Background: an optimization exercise with open tools, aiming at a short achievable clock period and few clock cycles per item. Do not read the settings as production practice.
No activity file was given, so power comes from the tool's default toggle rates.

Setup of old:
// lc3Core
module lc3Core
#(
    parameter logic [15:0] resetPc = 16'h3000
)(
    input  logic         clk,
    input  logic         reset,
    input  logic [15:0]  memRData,
    output logic [15:0]  memAddr,
    output logic [15:0]  memWData,
    output logic         memWe,
    output logic [15:0]  pc,
    output logic         retire,
    output logic [127:0] regView,
    output logic [2:0]   nzp
);
==> flow/config.mk <==
export PLATFORM = sky130hd
export DESIGN_NAME = lc3Core
export DESIGN_NICKNAME = lc3Core
export VERILOG_FILES = /design/flow/design.v
export SDC_FILE = /design/flow/constraint.sdc
export NUM_CORES = 4
export LEC_CHECK = 0
export ABC_CLOCK_PERIOD_IN_PS = 1000
export CAP_MARGIN = 20
export CORE_MARGIN = 2
export CORE_UTILIZATION = 40
export SLEW_MARGIN = 20
export SYNTH_HIERARCHICAL = 1
==> flow/constraint.sdc <==
create_clock -name core_clock -period 8.0 [get_ports {clk}]
set_input_delay 1.6000 -clock core_clock [delete_from_list [all_inputs] [get_ports {clk}]]
set_output_delay 1.6000 -clock core_clock [all_outputs]
set_load 0.01 [all_outputs]
standard.sh (not shown) runs the stock make flow with config.mk's settings and CLKGATE_MAP_FILE= SYNTH_SCRIPT=/design/flow/synth_recipe.tcl, a recipe that flattens the netlist after the stock synthesis.
==> flow/flow/run.sh <==
#!/bin/bash
set -euo pipefail
export SETUP_SLACK_MARGIN=6
bash standard.sh > standard.log 2>&1
Changes in new relative to old:
--- a/flow/design.v
+++ b/flow/design.v
@@ -212,15 +212,14 @@
     output logic [127:0] regView,
     output logic [2:0]   nzp
 );
     logic        started;    
     logic [15:0] addrR;      
     logic [15:0] addrOut;    
     logic        weR;        
-    logic        weOut;      
     logic [15:0] wdR;        
     logic        memCyc;     
     logic        ldCyc;      
     logic [2:0]  ldDr;       
     logic [7:0]  ldWe;       
     logic [15:0] memNextPc;  
     logic [15:0] ir;         
@@ -241,15 +240,15 @@
     logic [7:0][15:0] regOut;
     logic [2:0]  nzpR;
     logic [2:0]  nzpOut;
     logic [15:0] pcR;
     logic        retireR;
     assign memAddr  = addrOut;
     assign memWData = wdR;
-    assign memWe    = weOut;
+    assign memWe    = weR;
     assign pc       = pcR;
     assign retire   = retireR;
     assign regView  = regOut;
     assign nzp      = nzpOut;
     logic        exec, execMem, redirect, weE, stHit;
     logic [15:0] sum, other, result;
     logic        sumZero, sumCout;
@@ -386,26 +385,21 @@
     end
     assign bypA = !memCyc && weE && ir[11:9] == fS1;
     assign bypB = !memCyc && weE && !fOff6 && !fImm && ir[11:9] == fS2;
     assign bypS = !memCyc && weE && ir[11:9] == fSd;
     lc3Mux16 bypMxA (.sel(bypA), .a(preA), .b(result), .y(opANext));
     lc3Mux16 bypMxB (.sel(bypB), .a(preB), .b(result), .y(opBNext));
     lc3Mux16 bypMxS (.sel(bypS), .a(preS), .b(result), .y(opSNext));
-    logic weNext;
-    lc3Mux1 weMux (.sel(execMem), .a(1'b0), .b(oStore), .y(weNext));
-    logic [15:0] irPcRel;
-    lc3AddKs #(.W(16), .CIN(1'b0)) addIrPcRel (.a(irPc1), .b({{7{ir[8]}}, ir[8:0]}), .s(irPcRel), .cout());
     always_ff @(posedge clk or posedge reset)
     begin
         if (reset)
         begin
             started <= 1'b0;
             addrR   <= resetPc;
             weR     <= 1'b0;
-            weOut   <= 1'b0;
             memCyc  <= 1'b0;
             ldCyc   <= 1'b0;
             irValid <= 1'b0;
             retireR <= 1'b0;
             regs    <= '0;
             nzpR    <= 3'b000;
             ldWe    <= '0;
@@ -416,15 +410,14 @@
             addrR   <= addrNext;
             regs    <= regsNext;
             for (int i = 0; i < 8; i++)
                 ldWe[i] <= execMem && oLoad && ir[11:9] == 3'(i);
             nzpR    <= nzpRNext;
             memCyc  <= execMem;
             weR     <= execMem && oStore;
-            weOut   <= weNext;
             ldCyc   <= execMem && oLoad;
             retireR <= memCyc || (exec && !(oLoad || oStore));
             if (!started)
                 irValid <= 1'b0;
             else if (memCyc)
             begin
                 if (stHit)
@@ -443,19 +436,15 @@
         opB     <= opBNext;
         opS     <= opSNext;
         if (memCyc)
             pcR <= memNextPc;
         else if (exec && !(oLoad || oStore))
             pcR <= redirect ? (oJmp ? opA : pcRel) : oBr ? addrR : irPc1;
         if (memCyc)
-        begin
             irDefer <= ldCyc;
-            pcRel   <= irPcRel;
-            pcRelZ  <= {{7{ir[8]}}, ir[8:0]} == ~irAddr;
-        end
         else
         begin
             irDefer <= weE;
             ir      <= memRData;
             irAddr  <= addrR;
             irPc1   <= fPc1;
             pcRel   <= fPcRel;
--- outcome ---
new — maximum number of pins on one net before global-route repair 3 lower, old as reference. Taking old as the reference, in new post-detailed-routing wire length decreased by about 6.4% relative to the old numbers, final critical path time including I/O delays and setup lost 110 ps, part of the power in the clock network picked up an extra 0.5 points. Post-cts sizing count: new vs old down 0.64%. Status: total global routing track utilization parity (old, new). new ended with every stage complete and zero timing, DRC or antenna violations. old vs new, critical path class: reg2reg vs in2reg.
No run of this note included a check of the RTL's function; only the layout flow was run.

---

lc3Core, a different RTL version from the one above (not shown whole).
Size in the first run: ~2400 cells after synthesis, about 200 I/O pins, ~0.029 sq mm of cells after synthesis.
clock: 8.0 ns
lec_check: 0
abc_clock_period_in_ps: 1000
cap_margin: 20
core_margin: 2
core_utilization: 40
slew_margin: 20
synth_hierarchical: 1
Scripts as last shown in full above: flow/flow/run.sh
Change:
--- a/flow/design.v
+++ b/flow/design.v
@@ -121,37 +121,34 @@
     input  logic        memCyc,
     input  logic        ldCyc,
     input  logic [15:0] ldData,
     input  logic        oBr,       
     input  logic [2:0]  irMask,
     input  logic        stHit,     
     output logic [2:0]  nzpNext,   
     output logic        mTaken,    
     output logic        takeM,     
     output logic        take       
 );
-    logic       n, z, otherN, otherZ, pre, tR, ldZ, tMz, tMnz;
+    logic       n, z, otherN, otherZ, pre, tR;
     assign otherN = oAnd ? andN : oNot ? notN : leaN;
     assign otherZ = oAnd ? andZ : oNot ? notZ : leaZ;
     logic [2:0] nzpE, nzpLd, nzpMem;
     assign n = oAdd ? sumN : otherN;
     assign z = oAdd ? sumZ : otherZ;
     assign nzpE   = weE ? {n, z, !n && !z} : nzpR;
     assign nzpLd  = ldData[15] ? 3'b100 : (ldData == 16'h0000) ? 3'b010 : 3'b001;
     assign nzpMem = ldCyc ? nzpLd : nzpR;
     assign nzpNext = memCyc ? nzpMem : nzpE;
     assign mTaken = oBr && |(irMask & nzpMem);
-    assign ldZ  = ldData == 16'h0000;
-    assign tMz  = memCyc && !stHit && oBr && (ldCyc ? irMask[1] : |(irMask & nzpR));
-    assign tMnz = memCyc && !stHit && oBr && (ldCyc ? (ldData[15] ? irMask[2] : irMask[0]) : |(irMask & nzpR));
-    lc3Mux1 takeMuxM (.sel(ldZ), .a(tMnz), .b(tMz), .y(takeM));
+    assign takeM = memCyc && !stHit && oBr && !ldCyc && |(irMask & nzpR);
     assign pre  = !block && !memCyc && !weE && fOp == 4'b0000;
     assign tR   = |(fMask & nzpR);
     assign take = pre && tR;
 endmodule
 `timescale 1ns/100ps
 module lc3Core
 #(
     parameter logic [15:0] resetPc = 16'h3000
 )(
     input  logic         clk,
     input  logic         reset,
@@ -384,23 +381,23 @@
         addrOut <= addrNext;
         regOut  <= regsNext;
         nzpOut  <= nzpRNext;
         opA     <= opANext;
         opB     <= opBNext;
         opS     <= opSNext;
         if (memCyc)
             pcR <= memNextPc;
         else if (exec && !(oLoad || oStore))
             pcR <= redirect ? (oJmp ? opA : pcRel) : oBr ? addrR : irPc1;
         if (memCyc)
-            irDefer <= 1'b0;
+            irDefer <= ldCyc;
         else
         begin
             irDefer <= weE;
             ir      <= memRData;
             irAddr  <= addrR;
             irPc1   <= fPc1;
             pcRel   <= fPcRel;
             pcRelZ  <= {{7{memRData[8]}}, memRData[8:0]} == ~addrR;
         end
         oAdd    <= dOp == 4'b0001;
         oAnd    <= dOp == 4'b0101;
What happened:
- setup slack improved by 0.0037 ns
- sequential power is about the same
- die area hardly moves
- combinational power rises by a few percent
- design area rises slightly
- first-iteration DRC count rises by a few percent
- clock-buffer cell count falls by 6
- sequential share of layout area falls by 0.38 points
- power rises slightly
- maximum frequency hardly moves
- clock skew falls by 0.0057 ns
- global-route usage rises by 0.67 points
- wire length rises by a few percent
No run of this note included a check of the RTL's function; only the layout flow was run.

-- what the ideal ports hide --
In the flow no input, the clock included, has a driving cell. The finished layouts below were timed again as built, in two steps.
Step 1 (the two cells are an assumption about what drives the block):
set clk [get_ports {clk}]
set_driving_cell -lib_cell sky130_fd_sc_hd__clkbuf_16 $clk
set_driving_cell -lib_cell sky130_fd_sc_hd__buf_2 [delete_from_list [all_inputs] $clk]
Step 2, shift: input delay + t, output delay - t, t = (earliest + latest rising clock arrival at the registers) / 2. This alone moves slack from input paths to output paths.
a / b / c = ideal ports / drivers / drivers and shift; a / b = the first two.
run	t, ns	setup slack, ns	worst setup path after step 2	worst slew at a driven data input, ns
old	0.704	4.971 / 4.971 / 4.353	input to register	0.28
new	0.705	5.081 / 5.074 / 4.393	input to register	0.31
the first run of note 2	0.689	5.015 / 4.987 / 4.298	input to register	0.12
the second run of note 2	0.689	5.019 / 5.038 / 4.349	input to register	0.10
After both steps every run listed still meets setup and hold. For the first run of note 2, which loses most, drivers alone change the setup slack by -0.028 ns; drivers and shift together by -0.717 ns.
